From an optimization exercise on the open Yosys and OpenROAD flow, aimed at small area; shortcuts taken in it are not production practice.
Function was checked by simulation only, so behaviour that the tests miss may differ from the original.
Power figures rest on the tool's default switching activity, not on a simulated workload.

// pg_top
module pg_top #(
    parameter int phase_slots = 32
) (
    input  logic       i_EMUCLK,
    input  logic       i_rst,
    input  logic [6:0] i_kc,
    input  logic [5:0] i_kf,
    input  logic [2:0] i_dt1,
    input  logic [3:0] i_mul,
    input  logic       i_phase_rst,
    output logic [9:0] o_phase,
    output logic [4:0] o_eg_shift
);
    logic [fnum_base_w-1:0] fbase;
    logic [5:0]             fhalf;
    logic [fnum_base_w-1:0] fnum;
    logic [4:0]             det_mag;
    logic                   det_neg;
    logic [fnum_base_w-1:0] fnum_s1;
    logic [4:0]             mag_s1;
    logic                   neg_s1;
    logic [3:0]             mul_s1, mul_s2;
    logic                   prst_s1, prst_s2;
    logic [4:0]             shift_s1, shift_s2, shift_s3, shift_s4;
    logic [pdelta_w-1:0]    sum;
    logic [pdelta_w-1:0]    sum_s2;
    logic                   eg_live;
    pg_fnum_path u_fnum_path (
        .i_kc   (i_kc),
        .i_kf   (i_kf),
        .o_base (fbase),
        .o_half (fhalf)
    );
    assign fnum = fbase + {6'b0, fhalf};
    pg_detune_path u_detune_path (
        .i_kc  (i_kc),
        .i_dt1 (i_dt1),
        .o_mag (det_mag),
        .o_neg (det_neg)
    );
    pg_octave_detune u_octave_detune (
        .i_fnum  (fnum_s1),
        .i_block (shift_s1[4:2]),
        .i_mag   (mag_s1),
        .i_neg   (neg_s1),
        .o_sum   (sum)
    );
    always_ff @(posedge i_EMUCLK) begin
        fnum_s1  <= fnum;
        mag_s1   <= det_mag;
        neg_s1   <= det_neg;
        mul_s1   <= i_mul;
        prst_s1  <= i_phase_rst;
  ...
export LEC_CHECK = 0
export CAP_MARGIN = 20
export CORE_MARGIN = 2
export CORE_UTILIZATION = 70
export GPL_TIMING_DRIVEN = 0
export SLEW_MARGIN = 20
create_clock -name core_clock -period 5.0 [get_ports {i_EMUCLK}]
standard.sh (not shown) runs the stock make flow with config.mk's settings and CLKGATE_MAP_FILE= SYNTH_SCRIPT=/design/flow/synth_recipe.tcl, a recipe that flattens the netlist after the stock synthesis.
==> flow/flow/run.sh <==
#!/bin/bash
# The standard layout, with a leaner clock tree (no dummy loads, larger
# sink clusters) and the smallest buffer on each port. The tools' own logs
# stay under orfs/logs; make's output goes to standard.log.
set -u
export CTS_ARGS="-sink_clustering_enable -repair_clock_nets -dont_use_dummy_load -sink_clustering_size 20 -sink_clustering_max_diameter 60 -buf_list sky130_fd_sc_hd__clkbuf_8"
export RECOVER_POWER=100
export BUFFER_PORTS_ARGS="-buffer_cell sky130_fd_sc_hd__buf_1"
bash standard.sh > standard.log 2>&1
The first run completed with no timing, DRC or antenna violations.
Change:
==> flow/flow/run.sh (replaced) <==
#!/bin/bash
# The standard layout, with a leaner clock tree (no dummy loads, larger
# sink clusters) and the smallest buffer on each port. The tools' own logs
# stay under orfs/logs; make's output goes to standard.log.
set -u
export CTS_ARGS="-sink_clustering_enable -repair_clock_nets -dont_use_dummy_load -sink_clustering_size 16 -sink_clustering_max_diameter 50 -buf_list {sky130_fd_sc_hd__clkbuf_4 sky130_fd_sc_hd__clkbuf_8}"
export BUFFER_PORTS_ARGS="-buffer_cell sky130_fd_sc_hd__buf_1"
bash standard.sh > standard.log 2>&1
What happened:
- The new run finished clean
- die area does not change
- via count came out higher slightly
- clock skew came out higher by 0.013 ns
- wire length came out higher by a few percent
- final cell count came out higher slightly
- critical path depth came out higher by 6
- global-route usage came out higher by 0.47 points
Change:
==> flow/flow/run.sh (replaced) <==
#!/bin/bash
# The standard layout, with a leaner clock tree (no dummy loads, larger
# sink clusters) and the smallest buffer on each port. The tools' own logs
# stay under orfs/logs; make's output goes to standard.log.
set -u
export CTS_ARGS="-sink_clustering_enable -repair_clock_nets -dont_use_dummy_load -sink_clustering_size 20 -sink_clustering_max_diameter 60 -buf_list sky130_fd_sc_hd__clkbuf_8"
export BUFFER_PORTS_ARGS="-buffer_cell sky130_fd_sc_hd__buf_1"
bash standard.sh > standard.log 2>&1
What happened:
- The changed run passed the timing, DRC and antenna checks
- worst setup slack improved by 0.0050 ns
- final area fell by 0.67%
- via count fell by 1.0%
- sequential power hardly moves
- power fell by 1.6%
Change:
GPL_TIMING_DRIVEN = not set   (was 0)
After rerunning: The changed run completed without violations; utilization rises by 0.69 points; clock-buffer cell count decreases by 1; routed wire length increases by about 0.6%; clock skew rose by 0.016 ns; die area does not change; setup slack gets better by 0.096 ns; hold slack is worse by 0.011 ns.

-- what the ideal ports hide --
The results above use ideal ports. As a check the final layouts listed here were re-extracted and re-timed, cells and wires unchanged.
Step 1 (the two cells are an assumption about what drives the block):
set clk [get_ports {i_EMUCLK}]
set_driving_cell -lib_cell sky130_fd_sc_hd__clkbuf_16 $clk
set_driving_cell -lib_cell sky130_fd_sc_hd__buf_2 [delete_from_list [all_inputs] $clk]
Step 2 moves the port delays by t, midway between the first and last clock arrival at a register: inputs arrive t later, outputs are due t later. That takes back most of the time a late clock gives input paths.
Slacks: no drivers / after step 1 / after step 2; pairs: no drivers / after step 1.
run | t (ns) | slack for setup (ns) | worst hold slack (ns) | latest minus earliest clock arrival (ns) | worst data-port slew with drivers (ns)
the first run | 0.605 | 0.126 / 0.126 / -0.450 | 0.277 / 0.277 / 0.277 | 0.085 / 0.085 | 0.05
the second run | 0.619 | 0.117 / 0.144 / -0.476 | 0.273 / 0.273 / 0.273 | 0.101 / 0.101 | 0.05
the third run | 0.605 | 0.122 / 0.122 / -0.423 | 0.277 / 0.277 / 0.277 | 0.085 / 0.085 | 0.05
the fourth run | 0.603 | 0.218 / 0.242 / -0.361 | 0.266 / 0.266 / 0.266 | 0.126 / 0.126 | 0.04
Met with ideal ports but missed after step 2: setup timing in every run listed. For the second run, which loses most, drivers alone change the setup slack by +0.027 ns; drivers and shift together by -0.593 ns.
